This design comes from an exercise in tuning for small area, a short achievable clock period and few clock cycles on the open sky130 flow, not from production work.
RTL that was checked went through simulation tests only; none was proved equivalent to the original.
Only the layout flow was run in run 1; the RTL was not checked for function there.

==> flow/design.v (outline; a module is shown in full before it is edited, if it fits) <==
// module mac_fa: 4 lines
// module mac_ha: 4 lines
// module approx_mac_top: 1771 lines
module approx_mac_top (
    input  wire                         clk,
    input  wire                         arst_n,
    input  wire [33:0]                  cmd,     
    input  wire                         cmd_valid,
    output logic                        cmd_ready,
    output logic [151:0]                result,  
    output logic                        result_valid,
    input  wire                         result_ready
);
  // ...
==> flow/flow/run.sh <==
#!/bin/bash
# The standard layout (the standard.sh, all ORFS steps unchanged), except that the
# port buffers buffer_ports inserts are sky130_fd_sc_hd__buf_1 cells instead of the
# delay buffers it picks by default. Every input and output port still gets a buffer.
set -euo pipefail
export BUFFER_PORTS_ARGS="-buffer_cell sky130_fd_sc_hd__buf_1"
bash standard.sh > standard_flow.log 2>&1
==> flow/standard.sh <==
#!/bin/bash
# synth_recipe.tcl (not shown) runs the flow's synth.tcl, then flattens the netlist and writes it again
# the make line also repeats each setting of config.mk as NAME=value (left out here)
make -C /OpenROAD-flow-scripts/flow DESIGN_CONFIG=/design/flow/config.mk WORK_HOME=/design/flow/orfs CLKGATE_MAP_FILE= SYNTH_SCRIPT=/design/flow/synth_recipe.tcl "${@:-finish}"
==> flow/config.mk <==
export PLATFORM = sky130hd
export DESIGN_NAME = approx_mac_top
export DESIGN_NICKNAME = approx_mac_top
export VERILOG_FILES = /design/flow/design.v
export SDC_FILE = /design/flow/constraint.sdc
export NUM_CORES = 4
export LEC_CHECK = 0
export CAP_MARGIN = 20
export CORE_MARGIN = 2
export CORE_UTILIZATION = 60
export CTS_BUF_LIST = sky130_fd_sc_hd__clkbuf_8
export CTS_CLUSTER_DIAMETER = 60
export CTS_CLUSTER_SIZE = 16
export SETUP_SLACK_MARGIN = 5
export SLEW_MARGIN = 20
export SYNTH_HIERARCHICAL = 1
==> flow/constraint.sdc <==
create_clock -name core_clock -period 9.0 [get_ports {clk}]
set_input_delay 1.8000 -clock core_clock [delete_from_list [all_inputs] [get_ports {clk}]]
set_output_delay 1.8000 -clock core_clock [all_outputs]
set_load 0.01 [all_outputs]
==> summary.md, run 1 <==
| Metric | Value |
|---|---|
| Run status | `no timing/DRC/antenna violations` |
| Clock buf count | `32` |
| Top Registers | `pr_q (62), err_sum (48), acc (40)` |
| Area share of fa/ha/maj cells after synthesis | `32.5%` |
| Seq/Total Area, Yosys | `29.0%` |
| Simple-gate share of the synthesized area | `17.7%` |
| Yosys top cell by area | `fa_1` |
| Hpwl dp | `roughly 43000 µm` |
| Worst r2r dst | `max_q[12]` |
| Crit start category | `register` |
| Met3 GRT Util | `3.76%` |
| WL met2 | `29300 µm` |
| Count of non-CTS inverters in the layout | `93` |
| Placement Setup Slack | `approximately 3.8 ns` |
| GP Congestion | `0.903` |
| Achievable frequency | `about 240 MHz` |
| Layout area overhead | `14.0%` |
| Worst setup endpoint | `max_q[12]` |
| R2R depth | `18` |
| DRC viols | `0` |
| Core area | `between 30000 and 40000 µm²` |
| Seq_cells | `between 200 and 300` |
| Via/cell ratio | `5.94` |
| Unrepaired setup endpoints after global routing | `true` |
| Compound-Gate Fraction of Synth Area | `roughly 11%` |
| Top cells by count, synth | `fa_1, nand2_1, and2_1` |
==> run 2: changes to the inputs <==
--- a/flow/design.v
+++ b/flow/design.v
@@ -51,42 +51,53 @@
     output logic [151:0]                result,  
     output logic                        result_valid,
     input  wire                         result_ready
 );
     mac_op_pkg::mac_cmd_t         cmd_s;
     mac_data_pkg::mac_result_t    result_s;
     assign cmd_s  = cmd;
     assign result = result_s;
-    logic       a_v;
+    logic       a_v;        
     logic [1:0] a_op;
-    logic       go;
+    logic       clr_p;      
+    logic       go;         
+    logic       accept;
+    logic       clr_go;     
+    logic       a_go;       
     logic       a_v_nxt;
+    logic       clr_p_nxt;
     logic       rv_nxt;
     logic       b_clr;
     logic       b_apx;
     logic       b_exa;
-    assign go      = !result_valid || result_ready;
-    assign a_v_nxt = (a_v && !go) || (cmd_valid && cmd_ready);
-    assign rv_nxt  = (result_valid && !result_ready) || (a_v && go && a_op == mac_op_pkg::OP_READ);
+    assign go        = !result_valid || result_ready;
+    assign accept    = cmd_valid && cmd_ready;
+    assign clr_go    = clr_p && go;
+    assign a_go      = a_v && go && !clr_p;
+    assign a_v_nxt   = (a_v && !a_go) || (accept && cmd_s.op != mac_op_pkg::OP_CLEAR);
+    assign clr_p_nxt = (clr_p && !clr_go) || (accept && cmd_s.op == mac_op_pkg::OP_CLEAR);
+    assign rv_nxt    = (result_valid && !result_ready) || (a_go && a_op == mac_op_pkg::OP_READ);
     always_ff @(posedge clk or negedge arst_n) begin
         if (!arst_n) begin
             a_v          <= 1'b0;
+            clr_p        <= 1'b0;
             cmd_ready    <= 1'b1;
             result_valid <= 1'b0;
             b_clr        <= 1'b0;
             b_apx        <= 1'b0;
             b_exa        <= 1'b0;
         end else begin
             a_v          <= a_v_nxt;
+            clr_p        <= clr_p_nxt;
             result_valid <= rv_nxt;
-            cmd_ready    <= !(a_v_nxt && rv_nxt);
-            b_clr        <= a_v && go && a_op == mac_op_pkg::OP_CLEAR;
-            b_apx        <= a_v && go && a_op == mac_op_pkg::OP_MAC_APPROX;
-            b_exa        <= a_v && go && a_op == mac_op_pkg::OP_MAC_EXACT;
+            cmd_ready    <= !(a_v_nxt && (rv_nxt || clr_p_nxt));
+            b_clr        <= clr_go;
+            b_apx        <= a_go && a_op == mac_op_pkg::OP_MAC_APPROX;
+            b_exa        <= a_go && a_op == mac_op_pkg::OP_MAC_EXACT;
         end
     end
     logic [16-1:0] x;   
     logic [16-1:0] y;   
     logic                   ex;  
     always_ff @(posedge clk) begin
         if (cmd_ready) begin
             a_op <= cmd_s.op;
@@ -1036,20 +1047,20 @@
     logic at_w72;
     logic at_w73;
     logic at_w74;
     logic at_w75;
     logic at_w76;
     logic at_w77;
     logic at_w78;
     logic [61:0] pr_q;
-    logic [14:0] er_q;
-    logic [12:0] elo;
-    logic [12:0] elo_q;
-    logic [9:0] ehi;
+    logic [10:0] er_q;
+    logic [14:0] elo;
+    logic [14:0] elo_q;
+    logic [7:0] ehi;
     assign pt_w3 = (x[6] & y[8]);
     assign pt_w4 = (x[7] & y[7]);
     assign pt_w5 = (x[8] & y[6]);
     mac_fa pt_fa5 (.a(pt_w3), .b(pt_w4), .c(pt_w5), .s(pt_w1), .co(pt_w2));
     assign pt_w8 = (x[9] & y[5]);
     assign pt_w9 = (x[10] & y[4]);
     assign pt_w10 = (x[11] & y[3]);
     mac_fa pt_fa10 (.a(pt_w8), .b(pt_w9), .c(pt_w10), .s(pt_w6), .co(pt_w7));
@@ -1637,17 +1648,17 @@
     mac_fa et_fa167 (.a(et_w119), .b(et_w120), .c(et_w167), .s(et_w165), .co(et_w166));
     mac_fa et_fa169 (.a(et_w121), .b(et_w122), .c(et_w84), .s(et_w168), .co(et_w169));
     assign et_w172 = ~((x[2] & y[14]) ^ (x[3] & y[13]));
     mac_fa et_fa172 (.a(et_w123), .b(et_w124), .c(et_w172), .s(et_w170), .co(et_w171));
     assign et_w175 = ~((x[4] & y[13]) ^ (x[5] & y[12]));
     mac_fa et_fa175 (.a(et_w125), .b(et_w126), .c(et_w175), .s(et_w173), .co(et_w174));
     assign et_w176 = ~(et_w127 ^ ((x[4] & y[13]) ^ (x[5] & y[12])));
     assign et_w177 = et_w127 | ((x[4] & y[13]) ^ (x[5] & y[12]));
-    assign elo = {1'b0, et_w156, et_w153, et_w150, et_w147, et_w145, et_w142, et_w139, et_w136, et_w132, et_w130, et_w129, 1'b1} + {1'b0, et_w158, et_w155, et_w152, et_w149, et_w146, et_w144, et_w141, et_w138, et_w135, et_w131, ~(x[1] & y[0]), ~(x[0] & y[0])};
+    assign elo = {1'b0, et_w161, et_w159, et_w156, et_w153, et_w150, et_w147, et_w145, et_w142, et_w139, et_w136, et_w132, et_w130, et_w129, 1'b1} + {1'b0, et_w162, et_w160, et_w158, et_w155, et_w152, et_w149, et_w146, et_w144, et_w141, et_w138, et_w135, et_w131, ~(x[1] & y[0]), ~(x[0] & y[0])};
     always_ff @(posedge clk) begin
         elo_q <= elo;
         pr_q[0] <= ((x[0] & y[0]) & ex);
         pr_q[1] <= ((x[0] & y[1]) & ex);
         pr_q[2] <= ((x[1] & y[0]) & ex);
         pr_q[3] <= pt_w620;
         pr_q[4] <= ((x[2] & y[0]) & ex);
         pr_q[5] <= pt_w621;
@@ -1702,31 +1713,27 @@
         pr_q[54] <= pt_w676;
         pr_q[55] <= pt_w677;
         pr_q[56] <= pt_w678;
         pr_q[57] <= pt_w679;
         pr_q[58] <= pt_w681;
         pr_q[59] <= pt_w682;
         pr_q[60] <= pt_w684;
         pr_q[61] <= pt_w685;
-        er_q[0] <= et_w159;
-        er_q[1] <= et_w160;
-        er_q[2] <= et_w161;
-        er_q[3] <= et_w162;
-        er_q[4] <= et_w163;
-        er_q[5] <= et_w165;
-        er_q[6] <= et_w166;
-        er_q[7] <= et_w168;
-        er_q[8] <= et_w169;
-        er_q[9] <= et_w170;
-        er_q[10] <= et_w171;
-        er_q[11] <= et_w173;
-        er_q[12] <= et_w174;
-        er_q[13] <= et_w176;
-        er_q[14] <= et_w177;
+        er_q[0] <= et_w163;
+        er_q[1] <= et_w165;
+        er_q[2] <= et_w166;
+        er_q[3] <= et_w168;
+        er_q[4] <= et_w169;
+        er_q[5] <= et_w170;
+        er_q[6] <= et_w171;
+        er_q[7] <= et_w173;
+        er_q[8] <= et_w174;
+        er_q[9] <= et_w176;
+        er_q[10] <= et_w177;
     end
     mac_ha at_ha2 (.a(acc[1]), .b(pr_q[1]), .s(at_w1), .co(at_w2));
     mac_fa at_fa4 (.a(acc[2]), .b(pr_q[3]), .c(pr_q[4]), .s(at_w3), .co(at_w4));
     mac_fa at_fa6 (.a(acc[3]), .b(pr_q[5]), .c(pr_q[6]), .s(at_w5), .co(at_w6));
     mac_fa at_fa8 (.a(acc[4]), .b(pr_q[7]), .c(pr_q[8]), .s(at_w7), .co(at_w8));
     mac_fa at_fa10 (.a(acc[5]), .b(pr_q[9]), .c(pr_q[10]), .s(at_w9), .co(at_w10));
     mac_fa at_fa12 (.a(acc[6]), .b(pr_q[11]), .c(pr_q[12]), .s(at_w11), .co(at_w12));
     mac_fa at_fa14 (.a(acc[7]), .b(pr_q[13]), .c(pr_q[14]), .s(at_w13), .co(at_w14));
@@ -1768,18 +1775,18 @@
     assign at_w73 = ~acc[37];
     assign at_w74 = acc[37];
     assign at_w75 = ~acc[38];
     assign at_w76 = acc[38];
     assign at_w77 = ~acc[39];
     assign at_w78 = acc[39];
     assign acc_s = {at_w76, at_w74, at_w72, at_w70, at_w68, at_w66, at_w64, at_w62, at_w60, at_w58, at_w56, at_w54, at_w52, at_w50, at_w48, at_w46, at_w44, at_w42, at_w40, at_w38, at_w36, at_w34, at_w32, at_w30, at_w28, at_w26, at_w24, at_w22, at_w20, at_w18, at_w16, at_w14, at_w12, at_w10, at_w8, at_w6, at_w4, at_w2, at_w1, acc[0]};
     assign acc_c = {at_w77, at_w75, at_w73, at_w71, at_w69, at_w67, at_w65, at_w63, at_w61, at_w59, at_w57, at_w55, at_w53, at_w51, at_w49, at_w47, at_w45, at_w43, at_w41, at_w39, at_w37, at_w35, at_w33, at_w31, at_w29, at_w27, at_w25, at_w23, at_w21, at_w19, at_w17, at_w15, at_w13, at_w11, at_w9, at_w7, at_w5, at_w3, pr_q[2], pr_q[0]};
-    assign ehi = {1'b1, er_q[14], er_q[12], er_q[10], er_q[8], er_q[6], er_q[4], er_q[2], er_q[0], 1'b1} + {1'b0, 1'b0, er_q[13], er_q[11], er_q[9], er_q[7], er_q[5], er_q[3], er_q[1], elo_q[12]};
-    assign d = {ehi[9:1], elo_q[11:0]};
+    assign ehi = {1'b1, er_q[10], er_q[8], er_q[6], er_q[4], er_q[2], er_q[0], 1'b1} + {1'b0, 1'b0, er_q[9], er_q[7], er_q[5], er_q[3], er_q[1], elo_q[14]};
+    assign d = {ehi[7:1], elo_q[13:0]};
     logic [48-1:0]  err_sum;
     logic [19:0]            max_q;
     logic [32-1:0] approx_cnt;
     logic                   neg;
     logic [19:0]            d_inv;    
     logic [19:0]            abs_err;  
     logic [48:0]            sum_nxt;
     logic [21:0]            cmp;      
==> summary.md, run 2 <==
| Metric | Value |
|---|---|
| Chip width | `196 µm` |
| Run status | `no timing/DRC/antenna violations` |
| Achievable frequency | `253 MHz (+5.1%)` |
| Period utilization | `approximately 44%` |
| Total CTS buffers | `28` |
| Root Driver | `clkbuf_8` |
| Layout cell share with drive strength beyond 1 | `9.86%` |
| Critical Path Max Stage Delay | `0.86 ns` |
| Unrepaired setup endpoints after global routing | `false` |
| Post-synth ARST share | `54.6%` |
| IO Pins | `192` |
| Final hold vios | `0` |
| Post-synth cell types | `77` |
| Placement Setup Slack | `4.33 ns (+0.515 ns)` |
| Syn. warnings | `7` |
| Crit start category | `register` |
| Vias | `17000` |
| Reg with most FFs | `pr_q` |
| Die Y | `just under 200 µm` |
| DRT iter0 DRCs | `1151` |
| Initial antenna violation count | `0` |
| Req. time, crit path | `9.52 ns` |
| Vias in the first global route | `17100` |
| Largest net degree at the start of global routing | `78` |
| CTS tree | `yes` |
| Min Tclk post-route | `3.95 ns` |
| Worst-Skew Late Latency | `about 0.66 ns` |
| Worst setup endpoint | `max_q[2]` |
| GP Congestion | `0.888 (-1.7%)` |
| 1st-pass router iterations | `5` |
| Yosys top cell by area | `fa_1` |
| Crit path max-delay cell type | `a2111oi_0` |
| Seq/Total Area, Yosys | `29.1% (+0.031 points)` |
| Clock-pin slew on the worst setup and hold paths | `0.10 ns` |
| Hold Crit Class | `reg -> reg` |
| Crit path max fanout | `18` |
| Clk buf depth | `3` |
| Starting density of the core | `60.9%` |
| H-tree depth | `1` |
| Detailed Route WL | `59600 µm` |
| Setup TNS | `0 ns` |
| Full die area | `38600 µm²` |
| Most frequent cells in the layout | `fa_1, nand2_1, buf_1, and2_1, nor2_1` |
| Setup CP Type | `reg -> reg` |
| Via/cell ratio | `5.94 (about the same)` |
| CTS hold repair buffers | `0` |
| PortBufs | `179` |
| Maxcap violations | `0` |
| Rel. slew slack | `34.5%` |
| DRC viols | `0 (unchanged)` |
| WL/cell | `around 21 µm` |
| Synth Area per Inst | `10.2 µm²` |
| Final Slew Violations | `0` |
| Post-synth EDFFs | `34` |
| R2R depth | `13 (-5)` |
| Layout area overhead | `12.9%` |
| Synth Cell Area | `22200 µm²` |
| Yosys top cell area share | `24.0%` |
| Hpwl dp | `42200 µm (-1.0%)` |
| Top Registers | `pr_q (62), err_sum (48), acc (40)` |
| Clock Skew | `0.0316 ns` |
| Mapped Cells | `2181` |
| Seq cells post-synth | `269` |
| R2r startpoint | `er_q[1]` |
| CP startpoint | `er_q[1]` |
| Reg2Reg Setup Slack | `5.05 ns` |
| Crit path DAT | `4.47 ns` |
| Worst-Margin Slew | `between 0.9 and 1 ns` |
| First-pass GRT wire length | `between 90000 and 100000 µm` |
| Post-DRT Antenna Nets | `0` |
| Top post-synthesis cells by area | `fa_1, dfrtp_1, ha_1, dfxtp_1, and2_1` |
| CP Depth | `13` |
| Layout Nets | `2828` |
| Top cells by count, synth | `fa_1, nand2_1, and2_1` |
| GRT overflow | `0` |
| Floorplan row count | `70` |
| Max FFs per register | `62` |
| Crit-path cells | `ha_4, a211oi_4, o21ai_2, o31a_1, buf_4, buf_6, xnor2_1, ha_1, a21o_1, a2111oi_0, o21bai_4, nand2_4, o31ai_1` |
| Crit path max-delay family | `compound AO/OA/AOI/OAI gates` |
| Final setup fails | `0` |
| CP bufs+invs | `2` |
| Most numerous cell in the Yosys netlist | `fa_1` |
| Worst r2r dst | `max_q[2]` |
| Synth Flop Type | `dfrtp_1` |
| CP Capture Type | `register` |
| Global Route Usage Sum | `30.7%` |
| Clock Sinks | `269` |
| Core area | `36500 µm² (-0.24%)` |
| Commonest non-fill, non-tap cell in the layout | `fa_1` |
| Final WS setup | `5.05 ns` |
[run 2: changes by cell type after synthesis, sizes merged, moves of 7 or more]
cell,previous run,this run
xor2,63,47
nor2,138,163
nand3,36,28
or3,25,16
inv,93,86
xnor2,77,102
o21a,15,6
nand4,34,20
a211oi,11,24
nor3,35,25
o21ai,96,86
a22o,13,6
[run 2: area by class of cell]
type / count / area (µm²)
Multi-Input combinational cell: 1722 / 15600
Fill cell: 2866 / 11400
Sequential cell: 269 / 6470
Timing Repair Buffer: 264 / 1440
Tap cell: 468 / 586
Clock buffer: 31 / 427
Inverter: 86 / 323
Clock inverter: 21 / 240
Antenna cell: 1 / 2.50
[run 2: per-layer routing]
layer | global-route usage [%] | vias up | routed length (µm)
li1 | - | 7716 | -
met1 | 42.6 | 8525 | 25700
met2 | 49.4 | 647 | 27600
met3 | 5.27 | 122 | 4320
met4 | 10.1 | 0 | 1990
met5 | 0 | - | 0
[run 2: cells by family after synthesis]
kind of cell,Yosys count,synth area share (%)
AND/OR/NAND/NOR,779,17.6
adder cells (fa/ha/maj),419,32.6
AO/OA/AOI/OAI,344,10.2
flip-flops,269,29.1
buffers and inverters,203,3.90
XOR/XNOR,149,5.87
multiplexers,17,0.765
other,1,0.0169
[run 2: per-module statistics from Yosys (local to each module, per instance)]
module,copies in the design,flip-flops and latches,area [µm²],cells inside
mac_ha,32,0,12.5,1
approx_mac_top,1,269,16500,1885
mac_fa,264,0,20.0,1
[run 2: how the worst min path moves through the flow]
stage / from / end / slack, ns / cells past startpoint
after global placement: a_op[1] / b_apx / 0.48 / 1
after global routing: max_q[7] / max_q[7] / 0.54 / 2
after floorplan: a_v / cmd_ready / 0.43 / 1
after detailed placement: a_v / cmd_ready / 0.47 / 1
final: a_v / cmd_ready / 0.52 / 1
after CTS: a_v / cmd_ready / 0.51 / 1
[run 2: stage by stage]
stage,utilization (%),area [µm²],instances,hold slack [ns]
floorplan,-,22300,2192,0.429
finish,68.7,25100,2862,0.518
CTS,66.5,24300,2832,0.507
global placement,63.3,23100,2737,0.480
global route,68.7,25100,2861,0.543
detailed placement,63.3,23100,2737,0.473
[run 2: repair_timing]
item | in CTS | in global routing
cloned | 0 | 6
pin swaps | 3 | 29
setup endpoints to repair | 73 | 70
buffers inserted | 43 | 23
resized for setup | 32 | 92
Testbench counts of run 2, summed over its fixed seeds: cycles 8,168.
==> run 3: changes to the inputs <==
--- a/flow/config.mk
+++ b/flow/config.mk
@@ -6,4 +6,5 @@
 export NUM_CORES = 4
 export LEC_CHECK = 0
+export ABC_AREA = 1
 export CAP_MARGIN = 20
 export CORE_MARGIN = 2
==> summary.md, run 3 <==
| Metric | Value |
|---|---|
| Most frequent cells in the layout | `nand2_1, inv_1, fa_1, nor2_1, buf_1` |
| GRT overflow | `0 (unchanged)` |
| Unrepaired setup endpoints after global routing | `true` |
| CTS hold repair buffers | `0 (unchanged)` |
| Most numerous cell in the Yosys netlist | `nand2_1` |
| Vias | `19600 (+15%)` |
| Seq cells post-synth | `269 (unchanged)` |
| Critical Path Max Stage Delay | `0.93 ns (+0.07 ns)` |
| Floorplan row count | `72 (+2.9%)` |
| Root Driver | `clkbuf_8` |
| Antenna Cells | `0 (-1)` |
| Total CTS buffers | `30 (+7.1%)` |
| Hold Crit Class | `reg -> reg` |
| CTS tree | `yes` |
| Synth Flop Type | `dfrtp_1` |
| First-pass GRT wire length | `104000 µm (+12%)` |
| Initial antenna violation count | `0 (unchanged)` |
| Crit-path cells | `nand2_1, nor2_1, fa_1, fa_1, fa_1, fa_1, fa_1` |
| Syn. warnings | `7 (unchanged)` |
| Seq/Total Area, Yosys | `27.5% (-1.5 points)` |
| Top Registers | `pr_q (62), err_sum (48), acc (40)` |
| Setup TNS | `0 ns (unchanged)` |
| Post-synth cell types | `61 (-21%)` |
| Max FFs per register | `62 (unchanged)` |
| Final hold vios | `0 (unchanged)` |
| Clk buf depth | `3 (unchanged)` |
| Worst-Skew Late Latency | `0.69 ns (+0.03 ns)` |
| Final WS setup | `5.07 ns (+0.0179 ns)` |
| Commonest non-fill, non-tap cell in the layout | `nand2_1` |
| Yosys top cell by area | `fa_1` |
| Setup CP Type | `reg -> reg` |
| Post-synth EDFFs | `34 (unchanged)` |
| Maxcap violations | `0 (unchanged)` |
| Achievable frequency | `254 MHz (+0.46%)` |
| Hpwl dp | `50200 µm (+19%)` |
| Top cells by count, synth | `nand2_1, inv_1, fa_1` |
| Rel. slew slack | `31.8% (-2.7 points)` |
| Worst-Margin Slew | `1.02 ns (+0.0655 ns)` |
| Layout area overhead | `9.83%` |
| Non-Filler Instances | `3563 (+24%)` |
| Vias in the first global route | `20000 (+17%)` |
| Top post-synthesis cells by area | `fa_1, dfrtp_1, nand2_1, ha_1, dfxtp_1` |
| Clock-pin slew on the worst setup and hold paths | `0.10 ns (about the same)` |
| PortBufs | `179 (unchanged)` |
| Run status | `no timing/DRC/antenna violations` |
| DRT iter0 DRCs | `1241 (+7.8%)` |
| Reg with most FFs | `pr_q` |
| 1st-pass router iterations | `8 (+3)` |
| Synth Area per Inst | `8.27 µm² (-19%)` |
| Final setup fails | `0 (unchanged)` |
| Mapped Cells | `2837 (+30%)` |
| Period utilization | `43.7% (-0.20 points)` |
| Clock Skew | `0.0701 ns (+0.0386 ns)` |
| Yosys top cell area share | `22.8% (-1.3 points)` |
| Critical path's most frequent cell | `fa_1` |
| Largest net degree at the start of global routing | `75 (-3.8%)` |
| Layout cell share with drive strength beyond 1 | `6.34% (-3.5 points)` |
| Starting density of the core | `60.7% (-0.14 points)` |
| Clock Sinks | `269 (unchanged)` |
| H-tree depth | `1 (unchanged)` |
| Crit path max-delay cell type | `edfxtp_1` |
| Detailed Route WL | `64700 µm (+8.6%)` |
| Post-synth ARST share | `54.6% (unchanged)` |
| IO Pins | `192 (unchanged)` |
| WL/cell | `18.2 µm (-13%)` |
| Req. time, crit path | `9.54 ns (+0.02 ns)` |
| Post-DRT Antenna Nets | `0 (unchanged)` |
| Die Y | `202 µm (+2.7%)` |
| Min Tclk post-route | `3.93 ns (-0.0179 ns)` |
| Placement Setup Slack | `4.68 ns (+0.353 ns)` |
| Placed cells | `3442 (+26%)` |
| Core area | `38600 µm² (+5.8%)` |
| Full die area | `40700 µm² (+5.5%)` |
| Chip width | `202 µm (+2.7%)` |
| Final Slew Violations | `0 (unchanged)` |
| Via/cell ratio | `5.50 (-7.5%)` |
| Crit path max fanout | `16 (-2)` |
| GP Congestion | `0.931 (+4.9%)` |
| Core Util, Final | `66.7% (-2.0 points)` |
| Crit path DAT | `4.47 ns (about the same)` |
| DRC viols | `0 (unchanged)` |
| Layout Nets | `3478 (+23%)` |
| Crit start category | `register` |
| Global Route Usage Sum | `32.3% (+1.6 points)` |
| Synth Cell Area | `23500 µm² (+5.6%)` |
| CP Capture Type | `register` |
run 3: repair_timing:
item / 4_1_cts / 5_1_grt
cloned: 0 / 1
setup endpoints to repair: 46 / 58
setup buffers: 30 / 34
pin swaps: 0 / 1
gates resized for setup: 2 / 8
run 3: kinds of logic after synthesis:
group                      synth area share [%]
other                                    0.0160
adders and majority gates                  30.9
and+or+nand+nor                            19.7
xor gates and xnor gates                   3.07
DFF                                        27.5
AOI/OAI and AO/OA                          9.40
buffers and inverters                      9.38
run 3: critical path: cells and delay by family, from the launching register on:
| family | cells | cell delay [ns] |
|---|---|---|
| flops | 1 | 0.93 |
| simple gates | 2 | 0.49 |
| fa+ha+maj | 5 | 2.42 |
run 3: metrics by stage:
step           hold WS (ns)  area, µm²
6_report              0.480      25800
2_1_floorplan         0.426      23500
5_1_grt               0.508      25800
4_1_cts               0.478      25400
3_3_place_gp          0.455      24400
3_5_place_dp          0.471      24400
run 3: layer usage:
| metal | GRT usage (%) | part of all wire (%) | vias up |
|---|---|---|---|
| li1 | - | - | 9278 |
| met1 | 40.1 | 39 | 9343 |
| met2 | 55.7 | 49 | 773 |
| met3 | 4.51 | 6.6 | 187 |
| met4 | 15.9 | 5.3 | 0 |
| met5 | 0 | 0 | - |
run 3: Yosys stat by module, one instance, submodules excluded:
module | copies in the design | cell area, µm² | cells
approx_mac_top | 1 | 17800 | 2541
mac_fa | 264 | 20.0 | 1
mac_ha | 32 | 12.5 | 1
run 3: path summary, 6_finish.rpt:
check | depth (start not counted) | start | endpoint | slack [ns]
max | 7 | y[13] | pr_q[28] | 5.07
min | 1 | clr_p | b_exa | 0.48
max reg2reg | 7 | y[13] | pr_q[28] | 5.07
min reg2reg | 1 | clr_p | b_exa | 0.48
max in group asynchronous | 3 | arst_n | acc[16] | 5.94
min in group asynchronous | 1 | arst_n | max_q[4] | 1.09
run 3: area by class of cell:
class	count	area (µm²)
multi-input cells	2027	14900
repair buffers	258	1330
flip-flops and latches	269	6460
inverters	435	1640
clock inverters	25	358
fillers	3284	12900
well taps	518	648
clock buffers	31	427
==> run 4: changes to the inputs <==
--- a/flow/config.mk
+++ b/flow/config.mk
@@ -6,5 +6,4 @@
 export NUM_CORES = 4
 export LEC_CHECK = 0
-export ABC_AREA = 1
 export CAP_MARGIN = 20
 export CORE_MARGIN = 2
@@ -13,4 +12,5 @@
 export CTS_CLUSTER_DIAMETER = 60
 export CTS_CLUSTER_SIZE = 16
+export PLACE_DENSITY = 0.75
 export SETUP_SLACK_MARGIN = 5
 export SLEW_MARGIN = 20
==> summary.md, run 4 <==
| Metric | Value |
|---|---|
| Chip width | `196 µm (-2.6%)` |
| Setup TNS | `0 ns (unchanged)` |
| DRT iter0 DRCs | `1297 (+4.5%)` |
| Vias | `17100 (-13%)` |
| Syn. warnings | `7 (unchanged)` |
| Largest net degree at the start of global routing | `66 (-12%)` |
| Most frequent cells in the layout | `fa_1, nand2_1, buf_1, and2_1, nor2_1` |
| Post-DRT Antenna Nets | `0 (unchanged)` |
| Mapped Cells | `2181 (-23%)` |
| Via/cell ratio | `5.97 (+8.7%)` |
| Crit path DAT | `4.53 ns (+0.06 ns)` |
| GRT overflow | `0 (unchanged)` |
| Top post-synthesis cells by area | `fa_1, dfrtp_1, ha_1, dfxtp_1, and2_1` |
| Post-synth ARST share | `54.6% (unchanged)` |
| H-tree depth | `1 (unchanged)` |
| Worst-Skew Late Latency | `0.62 ns (-0.07 ns)` |
| Crit path max fanout | `9 (-7)` |
| Crit path max-delay family | `compound AO/OA/AOI/OAI gates` |
| Achievable frequency | `247 MHz (-2.9%)` |
| Max FFs per register | `62 (unchanged)` |
| Final Slew Violations | `0 (unchanged)` |
| Min Tclk post-route | `4.05 ns (+0.119 ns)` |
| Top cells by count, synth | `fa_1, nand2_1, and2_1` |
| Seq cells post-synth | `269 (unchanged)` |
| Reg with most FFs | `pr_q` |
| Root Driver | `clkbuf_8` |
| Clk buf depth | `3 (unchanged)` |
| Die Y | `196 µm (-2.6%)` |
| Clock Skew | `0.0260 ns (-0.0441 ns)` |
| Req. time, crit path | `9.48 ns (-0.06 ns)` |
| Vias in the first global route | `17300 (-13%)` |
| Critical Path Max Stage Delay | `0.86 ns (-0.07 ns)` |
| Initial antenna violation count | `0 (unchanged)` |
| Synth Area per Inst | `10.2 µm² (+23%)` |
| Maxcap violations | `0 (unchanged)` |
| First-pass GRT wire length | `91900 µm (-11%)` |
| Core Util, Final | `69.0% (+2.3 points)` |
| Detailed Route WL | `59400 µm (-8.2%)` |
| CP bufs+invs | `3 (+3)` |
| Hpwl dp | `41200 µm (-18%)` |
| Placed cells | `2737 (-20%)` |
| CTS hold repair buffers | `0 (unchanged)` |
| WL/cell | `20.7 µm (+14%)` |
| Crit-path cells | `ha_1, o21ai_2, o21ai_2, o31a_1, buf_12, xnor2_4, buf_4, buf_4, ha_1, a2111oi_1, o21bai_4, nand2_4, o31ai_1` |
| Crit start category | `register` |
| Starting density of the core | `60.9% (+0.14 points)` |
| Non-Filler Instances | `2863 (-20%)` |
| Synth Cell Area | `22200 µm² (-5.3%)` |
| Hold Crit Class | `reg -> reg` |
| Floorplan row count | `70 (-2.8%)` |
| IO Pins | `192 (unchanged)` |
| PortBufs | `179 (unchanged)` |
| Yosys top cell by area | `fa_1` |
| Seq/Total Area, Yosys | `29.1% (+1.5 points)` |
| Global Route Usage Sum | `30.0% (-2.2 points)` |
| DRC viols | `0 (unchanged)` |
| Post-synth cell types | `77 (+26%)` |
| CP Capture Type | `register` |
| Final setup fails | `0 (unchanged)` |
| Synth Flop Type | `dfrtp_1` |
| Crit path max-delay cell type | `a2111oi_1` |
| Final-layout fill cell count | `2762 (-16%)` |
| Clock Sinks | `269 (unchanged)` |
| Core area | `36500 µm² (-5.5%)` |
| Post-synth EDFFs | `34 (unchanged)` |
| Setup CP Type | `reg -> reg` |
| Layout cell share with drive strength beyond 1 | `10.3% (+4.0 points)` |
| Unrepaired setup endpoints after global routing | `true` |
| Most numerous cell in the Yosys netlist | `fa_1` |
| WHS | `0.490 ns (+0.00945 ns)` |
| 1st-pass router iterations | `6 (-2)` |
| Full die area | `38600 µm² (-5.2%)` |
| CTS tree | `yes` |
| Rel. slew slack | `34.4% (+2.6 points)` |
| GP Congestion | `0.940 (+0.91%)` |
| Worst-Margin Slew | `0.981 ns (-0.0421 ns)` |
| Run status | `no timing/DRC/antenna violations` |
| Commonest non-fill, non-tap cell in the layout | `fa_1` |
| Clock-pin slew on the worst setup and hold paths | `0.11 ns (about the same)` |
| Period utilization | `45.0% (+1.3 points)` |
| Top Registers | `pr_q (62), err_sum (48), acc (40)` |
| Final hold vios | `0 (unchanged)` |
| Layout area overhead | `13.4%` |
| Total CTS buffers | `27 (-10%)` |
| Layout Nets | `2831 (-19%)` |
| Yosys top cell area share | `24.0% (+1.3 points)` |
-- run 4: changes by cell type after synthesis, moves of 63 or more --
cell and delta:
a21oi_1 -91, and2_1 +176, and3_1 +64, inv_1 -342
nand2_1 -435, nor2_1 -99, o21ai_0 -63, xnor2_1 +87
-- run 4: final timing paths --
kind                       startpoint              to  slack, ns  cells past startpoint
max in group asynchronous      arst_n       max_q[13]       5.90                      3
hold reg to reg               a_op[1]           b_apx       0.49                      1
setup / recovery              er_q[2]       max_q[11]       4.95                     13
setup reg to reg              er_q[2]       max_q[11]       4.95                     13
min in group asynchronous      arst_n  approx_cnt[19]       1.18                      1
hold / removal                a_op[1]           b_apx       0.49                      1
-- run 4: repair_timing --
item                       CTS  global route
setup endpoints to repair   79            72
hold endpoints to repair     0             0
pin swaps                    3            36
cloned                       1             5
setup buffers               38            32
gates resized for setup     41            99
-- run 4: cell families (layout without fill, tap and decap cells) --
kind of cell | Yosys count | after routing | share of synthesized area (%)
other | 1 | 13 | 0.0169
and+or+nand+nor | 779 | 781 | 17.6
xor gates and xnor gates | 149 | 149 | 5.87
muxes | 17 | 17 | 0.765
buffers and inverters | 203 | 402 | 3.90
adders and majority gates | 419 | 419 | 32.6
DFF | 269 | 269 | 29.1
AOI/OAI and AO/OA | 344 | 345 | 10.2
-- run 4: worst register-to-register path, stage by stage (launching register included) --
cell,delay [ns]
dfxtp_1,0.31
ha_1,0.35
o21ai_2,0.24
o21ai_2,0.11
o31a_1,0.41
buf_12,0.22
xnor2_4,0.18
buf_4,0.15
buf_4,0.12
ha_1,0.29
a2111oi_1,0.86
o21bai_4,0.32
nand2_4,0.27
o31ai_1,0.10
-- run 4: stage by stage --
step                      instance area, µm²  setup slack (ns)
final                                  25200              4.95
after global routing                   25200              4.90
after CTS                              24200              4.93
after detailed placement               23100              4.23
after global placement                 23100              4.39
after floorplan                        22300              5.02
-- run 4: Yosys stat by module (local to each module, per instance) --
module          flip-flops and latches  cell area (µm²)
approx_mac_top                     269            16500
mac_ha                               0             12.5
mac_fa                               0             20.0
-- run 4: final cells by class --
type                    instances  area [µm²]  area share (%)
diodes                          1        2.50         0.00993
clock buffers                  27         372            1.47
clock inverters                22         205           0.814
inverters                      86         323            1.28
multi-input cells            1723       15800            62.6
flip-flops and latches        269        6470            25.7
well taps                     468         586            2.32
repair buffers                267        1460            5.80
-- run 4: per-layer routing --
metal	track usage (%)	part of all wire, %	vias up
met5	0	0	-
met4	9.26	2.6	0
met3	4.86	7.5	97
met2	48.3	48	725
met1	42.2	42	8561
li1	-	-	7720
==> run 5: changes to the inputs <==
--- a/flow/config.mk
+++ b/flow/config.mk
@@ -8,9 +8,8 @@
 export CAP_MARGIN = 20
 export CORE_MARGIN = 2
-export CORE_UTILIZATION = 60
+export CORE_UTILIZATION = 70
 export CTS_BUF_LIST = sky130_fd_sc_hd__clkbuf_8
 export CTS_CLUSTER_DIAMETER = 60
 export CTS_CLUSTER_SIZE = 16
-export PLACE_DENSITY = 0.75
 export SETUP_SLACK_MARGIN = 5
 export SLEW_MARGIN = 20
==> summary.md, run 5 <==
| Metric | Value |
|---|---|
| Hold wc startpoint | `a_op[1]` |
| Crit path max-delay family | `adder cells` |
| Post-DRT Antenna Nets | `0 (unchanged)` |
| Post-synth EDFFs | `34 (unchanged)` |
| CP Capture Type | `register` |
| Period utilization | `44.5% (-0.50 points)` |
| Antenna Cells | `0 (-1)` |
| First-pass GRT wire length | `92200 µm (+0.33%)` |
| Non-Filler Instances | `2807 (-2.0%)` |
| Area of the multi-input gates | `15600 µm² (-0.92%)` |
| Synth Flop Type | `dfrtp_1` |
| H-tree depth | `1 (unchanged)` |
| Final-layout fill cell count | `1972 (-29%)` |
| Crit start category | `register` |
| Seq/Total Area, Yosys | `29.1% (unchanged)` |
| Unrepaired setup endpoints after global routing | `false` |
| Min Tclk post-route | `4.01 ns (-0.0446 ns)` |
| R2R depth | `13 (unchanged)` |
| Via/cell ratio | `6.22 (+4.1%)` |
| Achievable frequency | `250 MHz (+1.1%)` |
| GRT overflow | `0 (unchanged)` |
| Mapped Cells | `2181 (unchanged)` |
| Yosys top cell area share | `24.0% (unchanged)` |
| Layout Nets | `2841 (+0.35%)` |
| DRC viols | `0 (unchanged)` |
| R2r startpoint | `x[0]` |
| Commonest non-fill, non-tap cell in the layout | `fa_1` |
| Layout cell share with drive strength beyond 1 | `10.1% (-0.26 points)` |
| Final setup fails | `0 (unchanged)` |
| Hpwl dp | `40800 µm (-1.1%)` |
| Layout area overhead | `12.6%` |
| Vias | `17500 (+2.1%)` |
| Setup CP Type | `reg -> reg` |
| Worst-Skew Late Latency | `0.65 ns (+0.03 ns)` |
| Detailed Route WL | `59300 µm (-0.12%)` |
| Largest net degree at the start of global routing | `82 (+24%)` |
| Vias in the first global route | `17500 (+1.4%)` |
| Req. time, crit path | `9.51 ns (+0.03 ns)` |
| Top cells by count, synth | `fa_1, nand2_1, and2_1` |
| CTS hold repair buffers | `0 (unchanged)` |
| IO Pins | `192 (unchanged)` |
| Top Registers | `pr_q (62), err_sum (48), acc (40)` |
| Reg with most FFs | `pr_q` |
| Register Area | `6470 µm² (about the same)` |
| Maxcap violations | `0 (unchanged)` |
| Full die area | `33200 µm² (-14%)` |
| Yosys top cell by area | `fa_1` |
| Final Slew Violations | `0 (unchanged)` |
| Syn. warnings | `7 (unchanged)` |
| Seq cells post-synth | `269 (unchanged)` |
| Root Driver | `clkbuf_8` |
| Clock Skew | `0.0290 ns (+0.00294 ns)` |
| Most frequent cells in the layout | `fa_1, nand2_1, buf_1, and2_1, nor2_1` |
| Critical path's most frequent cell | `fa_1` |
| 1st-pass router iterations | `5 (-1)` |
| Crit path DAT | `4.52 ns (about the same)` |
| Most numerous cell in the Yosys netlist | `fa_1` |
| Critical Path Max Stage Delay | `0.60 ns (-0.26 ns)` |
| Core Util, Final | `79.8% (+11 points)` |
| GP Congestion | `0.907 (-3.5%)` |
| Synth Cell Area | `22200 µm² (unchanged)` |
| Crit path max-delay cell type | `fa_1` |
| Setup TNS | `0 ns (unchanged)` |
| Post-synth cell types | `77 (unchanged)` |
| Post-synth ARST share | `54.6% (unchanged)` |
| Clock-pin slew on the worst setup and hold paths | `0.10 ns (about the same)` |
| Top post-synthesis cells by area | `fa_1, dfrtp_1, ha_1, dfxtp_1, and2_1` |
| Crit path max fanout | `4 (-5)` |
| Hold Path Stages | `1 (unchanged)` |
| Run status | `no timing/DRC/antenna violations` |
| Clk buf depth | `3 (unchanged)` |
| Die Y | `182 µm (-7.3%)` |
| Synth Area per Inst | `10.2 µm² (unchanged)` |
| Global Route Usage Sum | `35.4% (+5.4 points)` |
| Starting density of the core | `70.8% (+9.9 points)` |
| Final hold vios | `0 (unchanged)` |
| CP startpoint | `x[0]` |
| Worst r2r dst | `elo_q[13]` |
| Initial antenna violation count | `0 (unchanged)` |
| Reg2Reg Setup Slack | `4.99 ns (+0.04 ns)` |
| Crit-path cells | `buf_6, buf_4, buf_4, and2_1, ha_1, inv_1, fa_1, fa_1, fa_1, ha_1, nor2b_2, o41ai_2, xnor2_1` |
| Chip width | `182 µm (-7.3%)` |
| Placed cells | `2670 (-2.4%)` |
| CP bufs+invs | `4 (+1)` |
| Clock Sinks | `269 (unchanged)` |
| DRT iter0 DRCs | `1352 (+4.2%)` |
| Max FFs per register | `62 (unchanged)` |
| Hold path endpoint | `b_apx` |
| Core area | `31400 µm² (-14%)` |
| Total CTS buffers | `27 (unchanged)` |
| Hold Crit Class | `reg -> reg` |
| Floorplan row count | `65 (-7.1%)` |
| PortBufs | `179 (unchanged)` |
| Rel. slew slack | `39.1% (+4.7 points)` |
| WL/cell | `21.1 µm (+1.9%)` |
| Worst-Margin Slew | `0.914 ns (-0.0675 ns)` |
| CTS tree | `yes` |
-- run 5: cell types whose count changed in the layout (fill, tap and decap cells not counted), moves of 3 or more --
cell	delta
fa_2	-5
xnor2_4	-3
o31ai_1	+13
fa_1	+5
clkinv_8	-3
o31ai_2	-13
buf_4	+11
ha_1	-3
inv_8	+4
-- run 5: worst max path at each step --
stage | end | slack, ns | cells after the start
floorplan | elo_q[13] | 5.02 | 15
global placement | err_sum[23] | 4.16 | 16
detailed placement | err_sum[23] | 3.96 | 16
CTS | err_sum[29] | 4.97 | 17
global route | elo_q[13] | 4.88 | 13
finish | elo_q[13] | 4.99 | 13
-- run 5: per-stage QoR --
stage,setup WS (ns),instance area [µm²],hold slack (ns)
5_1_grt,4.88,25000,0.520
2_1_floorplan,5.02,22300,0.429
3_3_place_gp,4.16,23000,0.486
6_report,4.99,25000,0.493
4_1_cts,4.97,24400,0.500
3_5_place_dp,3.96,23000,0.482
-- run 5: timing repair --
action	4_1_cts	5_1_grt
buffers inserted	47	36
endpoints found under the setup margin	81	76
resized for setup	61	55
pin swaps	12	30
gates cloned	3	1
-- run 5: Yosys stat by module, one instance, submodules excluded --
module | flip-flops and latches | copies in the design | cell area [µm²] | cells
approx_mac_top | 269 | 1 | 16500 | 1885
mac_fa | 0 | 264 | 20.0 | 1
mac_ha | 0 | 32 | 12.5 | 1
-- run 5: cell families after synthesis --
family,count (synthesis),synth area share (%)
multiplexers,17,0.765
XOR/XNOR,149,5.87
flip-flops,269,29.1
adder cells (fa/ha/maj),419,32.6
AND/OR/NAND/NOR,779,17.6
buffers and inverters,203,3.90
other,1,0.0169
AO/OA/AOI/OAI,344,10.2
-- run 5: cell type report --
type,count,share of cell area (%)
clock buffer,28,1.54
inverter,86,1.29
clock inverter,22,0.894
sequential,269,25.8
timing repair buffer,277,5.98
multi-input combinational,1723,62.5
tap,402,2.01
-- run 5: per-layer routing --
metal	wire, µm	share of wire (%)	track usage, %	up-vias
li1	-	-	-	7728
met3	5190	8.7	8.08	192
met1	23600	40	46.9	8653
met2	27600	47	56.5	891
met5	0	0	0	-
met4	2890	4.9	15.5	0
==> run 6: changes to the inputs <==
--- a/flow/config.mk
+++ b/flow/config.mk
@@ -8,9 +8,9 @@
 export CAP_MARGIN = 20
 export CORE_MARGIN = 2
-export CORE_UTILIZATION = 70
+export CORE_UTILIZATION = 60
 export CTS_BUF_LIST = sky130_fd_sc_hd__clkbuf_8
 export CTS_CLUSTER_DIAMETER = 60
 export CTS_CLUSTER_SIZE = 16
-export SETUP_SLACK_MARGIN = 5
+export SETUP_SLACK_MARGIN = 4.7
 export SLEW_MARGIN = 20
 export SYNTH_HIERARCHICAL = 1
==> summary.md, run 6 <==
| Metric | Value |
|---|---|
| Top post-synthesis cells by area | `fa_1, dfrtp_1, ha_1, dfxtp_1, and2_1` |
| Rel. slew slack | `32.6% (-6.4 points)` |
| Crit start category | `register` |
| Commonest non-fill, non-tap cell in the layout | `fa_1` |
| H-tree depth | `1 (unchanged)` |
| Layout area overhead | `9.12%` |
| CP Capture Type | `register` |
| Unrepaired setup endpoints after global routing | `true` |
| Yosys top cell by area | `fa_1` |
| Placement Setup Slack | `4.19 ns (+0.233 ns)` |
| Yosys top cell area share | `24.0% (unchanged)` |
| Max FFs per register | `62 (unchanged)` |
| CTS hold repair buffers | `0 (unchanged)` |
| Clock Sinks | `269 (unchanged)` |
| Floorplan row count | `70 (+7.7%)` |
| Post-synth EDFFs | `34 (unchanged)` |
| PortBufs | `179 (unchanged)` |
| Synth Flop Type | `dfrtp_1` |
| Layout Nets | `2781 (-2.1%)` |
| Area share of fa/ha/maj cells after synthesis | `32.6% (unchanged)` |
| Syn. warnings | `7 (unchanged)` |
| Clock-pin slew on the worst setup and hold paths | `0.09 ns (about the same)` |
| Mapped Cells | `2181 (unchanged)` |
| GRT overflow | `0 (unchanged)` |
| Crit path DAT | `4.66 ns (+0.14 ns)` |
| Core area | `36500 µm² (+16%)` |
| Clock Skew | `0.0257 ns (-0.00330 ns)` |
| Req. time, crit path | `9.51 ns (about the same)` |
| Post-synth cell types | `77 (unchanged)` |
| Chip width | `196 µm (+7.8%)` |
| IO Pins | `192 (unchanged)` |
| Root Driver | `clkbuf_8` |
| Final Slew Violations | `0 (unchanged)` |
| GP Congestion | `0.910 (+0.39%)` |
| Detailed Route WL | `57300 µm (-3.4%)` |
| Final WS setup | `4.86 ns (-0.137 ns)` |
| Vias in the first global route | `16600 (-5.4%)` |
| Run status | `no timing/DRC/antenna violations` |
| Final-layout fill cell count | `3011 (+53%)` |
| Placed cells | `2735 (+2.4%)` |
| Layout cell share with drive strength beyond 1 | `6.09% (-4.0 points)` |
| Worst-Margin Slew | `1.01 ns (+0.0964 ns)` |
| Antenna Cells | `0 (unchanged)` |
| Setup CP Type | `reg -> reg` |
| Via/cell ratio | `5.86 (-5.8%)` |
| Starting density of the core | `60.9% (-9.9 points)` |
| Largest family of logic cells by synthesized area | `adder cells` |
| Global Route Usage Sum | `29.9% (-5.5 points)` |
| Compound-Gate Fraction of Synth Area | `10.2% (unchanged)` |
| Seq cells post-synth | `269 (unchanged)` |
| Most frequent cells in the layout | `fa_1, nand2_1, buf_1, and2_1, nor2_1` |
| Most numerous cell in the Yosys netlist | `fa_1` |
| WHS | `0.492 ns (-0.000951 ns)` |
| Non-Filler Instances | `2815 (+0.29%)` |
| Synth Cell Area | `22200 µm² (unchanged)` |
| Post-synth ARST share | `54.6% (unchanged)` |
| DRC viols | `0 (unchanged)` |
| Setup TNS | `0 ns (unchanged)` |
| Simple-gate share of the synthesized area | `17.6% (unchanged)` |
| Top cells by count, synth | `fa_1, nand2_1, and2_1` |
| Initial antenna violation count | `0 (unchanged)` |
| Achievable frequency | `241 MHz (-3.3%)` |
| 1st-pass router iterations | `5 (unchanged)` |
| Hpwl dp | `42100 µm (+3.2%)` |
| Hold Crit Class | `reg -> reg` |
| Worst-Skew Late Latency | `0.64 ns (about the same)` |
| DRT iter0 DRCs | `1249 (-7.6%)` |
| CTS tree | `yes` |
| WL/cell | `20.4 µm (-3.7%)` |
| Reg with most FFs | `pr_q` |
| Maxcap violations | `0 (unchanged)` |
| Total CTS buffers | `29 (+7.4%)` |
| Seq/Total Area, Yosys | `29.1% (unchanged)` |
| First-pass GRT wire length | `90500 µm (-1.8%)` |
| Period utilization | `46.0% (+1.5 points)` |
| Full die area | `38600 µm² (+16%)` |
| Largest net degree at the start of global routing | `77 (-6.1%)` |
| Crit path max fanout | `18 (+14)` |
| Final setup fails | `0 (unchanged)` |
| Clk buf depth | `3 (unchanged)` |
| Top Registers | `pr_q (62), err_sum (48), acc (40)` |
| Mux share of post-synthesis cell area | `0.766% (unchanged)` |
| Min Tclk post-route | `4.14 ns (+0.137 ns)` |
| Synth Area in XOR/XNOR | `5.87% (unchanged)` |
| Die Y | `196 µm (+7.8%)` |
| Synth Area per Inst | `10.2 µm² (unchanged)` |
| Post-DRT Antenna Nets | `0 (unchanged)` |
| Vias | `16500 (-5.6%)` |
| Final hold vios | `0 (unchanged)` |
-- run 6: path summary, 6_finish.rpt --
check | slack [ns] | to | from | cells past startpoint
max | 4.86 | pr_q[32] | y[8] | 7
min reg2reg | 0.49 | cmd_ready | a_v | 1
max reg2reg | 4.86 | pr_q[32] | y[8] | 7
min in group asynchronous | 1.29 | approx_cnt[11] | arst_n | 1
min | 0.49 | cmd_ready | a_v | 1
max in group asynchronous | 6.01 | b_clr | arst_n | 2
-- run 6: layer usage --
metal  global-route usage (%)  wire [µm]  vias up
li1                         -          -     7614
met1                     43.0      25400     8208
met2                     47.2      26400      570
met3                     4.71       3790      100
met4                     8.95       1730        0
met5                        0          0        -
-- run 6: modules after synthesis, one instance, submodules excluded --
module          cells inside  copies in the design  area (µm²)  flip-flops and latches
approx_mac_top          1885                     1       16500                     269
mac_fa                     1                   264        20.0                       0
mac_ha                     1                    32        12.5                       0
-- run 6: logic make-up after synthesis --
family	Yosys count
xor gates and xnor gates	149
and+or+nand+nor	779
DFF	269
other	1
adders and majority gates	419
buffers and inverters	203
AOI/OAI and AO/OA	344
muxes	17
-- run 6: critical path, cell delays in order, from the launching register on --
cell and delay, ns:
edfxtp_1 0.73, and2_1 0.33, fa_1 0.51, fa_1 0.48, fa_1 0.55, fa_1 0.47
fa_1 0.55, fa_1 0.42
-- run 6: timing repair --
| item | in CTS | in global routing |
|---|---|---|
| cloned | 0 | 1 |
| gates resized for setup | 11 | 31 |
| endpoints found under the setup margin | 50 | 62 |
| pin swaps | 0 | 3 |
| buffers inserted | 4 | 21 |
-- run 6: cell type report --
type | instances | area [µm²] | share of cell area [%]
clock buffer | 29 | 399 | 1.65
clock inverter | 25 | 304 | 1.25
inverter | 86 | 323 | 1.33
multi-input combinational | 1721 | 15200 | 62.6
sequential | 269 | 6470 | 26.7
tap | 468 | 586 | 2.41
timing repair buffer | 217 | 985 | 4.06
-- run 6: per-stage QoR --
step	area (µm²)	utilization, %
3_5_place_dp	23100	63.2
2_1_floorplan	22300	-
6_report	24300	66.4
5_1_grt	24300	66.4
3_3_place_gp	23100	63.2
4_1_cts	23900	65.4
==> run 7: changes to the inputs <==
--- a/flow/config.mk
+++ b/flow/config.mk
@@ -10,7 +10,7 @@
 export CORE_UTILIZATION = 60
 export CTS_BUF_LIST = sky130_fd_sc_hd__clkbuf_8
-export CTS_CLUSTER_DIAMETER = 60
-export CTS_CLUSTER_SIZE = 16
-export SETUP_SLACK_MARGIN = 4.7
+export CTS_CLUSTER_DIAMETER = 50
+export CTS_CLUSTER_SIZE = 12
+export SETUP_SLACK_MARGIN = 5
 export SLEW_MARGIN = 20
 export SYNTH_HIERARCHICAL = 1
==> summary.md, run 7 <==
| Metric | Value |
|---|---|
| Hpwl dp | `42200 µm (+0.21%)` |
| R2r startpoint | `y[6]` |
| First-pass GRT wire length | `92600 µm (+2.4%)` |
| Detailed Route WL | `59700 µm (+4.2%)` |
| WL/cell | `20.7 µm (+1.9%)` |
| CP Capture Type | `register` |
| Worst r2r dst | `pr_q[36]` |
| Synth Cell Area | `22200 µm² (unchanged)` |
| Global Route Usage Sum | `30.8% (+0.91 points)` |
| CP startpoint | `y[6]` |
| Via/cell ratio | `5.91 (+0.95%)` |
| Simple-gate share of the synthesized area | `17.6% (unchanged)` |
| Synth Area in XOR/XNOR | `5.87% (unchanged)` |
| Post-synth EDFFs | `34 (unchanged)` |
| PortBufs | `179 (unchanged)` |
| Final hold vios | `0 (unchanged)` |
| Post-synth ARST share | `54.6% (unchanged)` |
| Worst-Margin Slew | `0.956 ns (-0.0548 ns)` |
| Min Tclk post-route | `3.93 ns (-0.215 ns)` |
| Compound-Gate Fraction of Synth Area | `10.2% (unchanged)` |
| WHS | `0.502 ns (+0.00969 ns)` |
| Final setup fails | `0 (unchanged)` |
| Top cells by count, synth | `fa_1, nand2_1, and2_1` |
| Floorplan row count | `70 (unchanged)` |
| Mapped Cells | `2181 (unchanged)` |
| Setup CP Type | `reg -> reg` |
| Largest net degree at the start of global routing | `78 (+1.3%)` |
| Reg with most FFs | `pr_q` |
| Core area | `36500 µm² (unchanged)` |
| Synth Flop Type | `dfrtp_1` |
| Seq/Total Area, Yosys | `29.1% (unchanged)` |
| Initial antenna violation count | `0 (unchanged)` |
| R2R depth | `8 (+1)` |
| Unrepaired setup endpoints after global routing | `false` |
| Top Registers | `pr_q (62), err_sum (48), acc (40)` |
| Clock Skew | `0.0496 ns (+0.0239 ns)` |
| Largest family of logic cells by synthesized area | `adder cells` |
| H-tree depth | `2 (+1)` |
| Total CTS buffers | `36 (+24%)` |
| Clock-pin slew on the worst setup and hold paths | `0.07 ns (-0.02 ns)` |
| Crit path DAT | `4.38 ns (-0.28 ns)` |
| Root Driver | `clkbuf_8` |
| IO Pins | `192 (unchanged)` |
| Die Y | `196 µm (unchanged)` |
| Starting density of the core | `60.9% (unchanged)` |
| DRC viols | `0 (unchanged)` |
| Most numerous cell in the Yosys netlist | `fa_1` |
| Maxcap violations | `0 (unchanged)` |
| Period utilization | `43.6% (-2.4 points)` |
| Yosys top cell by area | `fa_1` |
| CTS tree | `yes` |
| Reg2Reg Setup Slack | `5.07 ns (+0.22 ns)` |
| Layout area overhead | `13.7%` |
| DRT iter0 DRCs | `1367 (+9.4%)` |
| Vias | `17000 (+3.2%)` |
| Yosys top cell area share | `24.0% (unchanged)` |
| Crit start category | `register` |
| Most frequent cells in the layout | `fa_1, nand2_1, buf_1, and2_1, nor2_1` |
| Setup TNS | `0 ns (unchanged)` |
| Layout cell share with drive strength beyond 1 | `10.3% (+4.2 points)` |
| Achievable frequency | `255 MHz (+5.5%)` |
| Area share of fa/ha/maj cells after synthesis | `32.6% (unchanged)` |
| Seq cells post-synth | `269 (unchanged)` |
| Final Slew Violations | `0 (unchanged)` |
| Hold path endpoint | `b_apx` |
| GRT overflow | `0 (unchanged)` |
| Chip width | `196 µm (unchanged)` |
| Top post-synthesis cells by area | `fa_1, dfrtp_1, ha_1, dfxtp_1, and2_1` |
| Core Util, Final | `69.2% (+2.8 points)` |
| Post-synth cell types | `77 (unchanged)` |
| Crit path max fanout | `15 (-3)` |
| Syn. warnings | `7 (unchanged)` |
| Mux share of post-synthesis cell area | `0.766% (unchanged)` |
| Max FFs per register | `62 (unchanged)` |
| Post-DRT Antenna Nets | `0 (unchanged)` |
| Run status | `no timing/DRC/antenna violations` |
| GP Congestion | `0.888 (-2.5%)` |
| Hold Crit Class | `reg -> reg` |
| Hold wc startpoint | `a_op[1]` |
| Clk buf depth | `3 (unchanged)` |
| Rel. slew slack | `36.3% (+3.7 points)` |
| Synth Area per Inst | `10.2 µm² (unchanged)` |
| Hold Path Stages | `1 (unchanged)` |
| Worst-Skew Late Latency | `0.62 ns (-0.02 ns)` |
| Vias in the first global route | `17100 (+3.2%)` |
| 1st-pass router iterations | `5 (unchanged)` |
| Layout Nets | `2839 (+2.1%)` |
| Req. time, crit path | `9.46 ns (-0.05 ns)` |
| Commonest non-fill, non-tap cell in the layout | `fa_1` |
| Antenna Cells | `0 (unchanged)` |
| Clock Sinks | `269 (unchanged)` |
| Full die area | `38600 µm² (unchanged)` |
## run 7: cell counts after synthesis
No cell type changed its count.
## run 7: area by class of cell
cell class              instances  area [µm²]
inverters                      86         323
well taps                     468         586
clock inverters                23         219
repair buffers                267        1460
flip-flops and latches        269        6470
clock buffers                  43         592
multi-input cells            1722       15600
fillers                      2855       11200
## run 7: worst max path at each step
stage	endpoint	slack (ns)	cells after the start
after floorplan	elo_q[13]	5.02	15
after global placement	err_sum[23]	4.39	16
after detailed placement	err_sum[23]	4.33	16
after CTS	err_sum[38]	4.99	15
after global routing	max_q[19]	4.95	16
final	pr_q[36]	5.07	8
## run 7: worst max-delay path: stages (launching register included)
cell	delay, ns
edfxtp_1	0.50
buf_12	0.21
and2_1	0.17
fa_1	0.47
fa_1	0.56
fa_1	0.44
fa_1	0.45
fa_1	0.55
fa_1	0.43
## run 7: timing repair
| item | in CTS | in global routing |
|---|---|---|
| setup endpoints to repair | 75 | 71 |
| gates cloned | 0 | 6 |
| pin swaps | 3 | 32 |
| hold buffers | 0 | 0 |
| gates resized for setup | 32 | 97 |
| setup buffers | 44 | 25 |
## run 7: cells by family after synthesis
group	count (synthesis)
simple gates	779
flops	269
xor+xnor	149
buf+inv	203
other cells	1
mux	17
compound gates	344
fa+ha+maj	419
## run 7: stage by stage
stage                     std cells  setup slack (ns)  area (µm²)
after detailed placement       2737              4.33       23100
final                          2878              5.07       25300
after floorplan                2192              5.02       22300
after global routing           2878              4.95       25300
after global placement         2737              4.39       23100
after CTS                      2847              4.99       24400
## run 7: per-layer routing
metal	up-vias	global-route usage, %	share of wire, %
met5	-	0	0
met4	0	9.90	3.2
li1	7737	-	-
met3	121	5.82	7.3
met2	655	49.7	46
met1	8508	42.5	43
## run 7: per-module statistics from Yosys, one instance, submodules excluded
module          copies in the design  cell area [µm²]  flip-flops and latches  cells
mac_ha                            32             12.5                       0      1
approx_mac_top                     1            16500                     269   1885
mac_fa                           264             20.0                       0      1

## what the ideal ports hide
How much do the figures lean on ideal ports? The routed layouts below were timed once more, with nothing changed but the port constraints. Step 1 sets driving cells, clkbuf_16 on the clock port and buf_2 on the other inputs (assumed; they add their load-dependent delay and slew). Step 2 times the ports against the registers' clock, not the clock port: input delays grow and output delays shrink by t, the midpoint of the rising clock arrivals with the driver on. Three values: ideal, step 1, step 2; two values: the first two.
| run | shift t [ns] | slack for setup (ns) | cell pins on the clock port's net |
|---|---|---|---|
| run 1 | 0.698 | 4.851 / 4.851 / 4.851 | 1 |
| run 2 | 0.700 | 5.051 / 5.051 / 5.051 | 1 |
| run 3 | 0.703 | 5.069 / 5.069 / 5.069 | 1 |
| run 4 | 0.655 | 4.950 / 4.950 / 4.950 | 1 |
| run 5 | 0.683 | 4.995 / 4.995 / 4.995 | 1 |
| run 6 | 0.676 | 4.857 / 4.857 / 4.857 | 1 |
| run 7 | 0.643 | 5.073 / 5.073 / 5.073 | 1 |
After both steps every run listed still meets setup and hold.
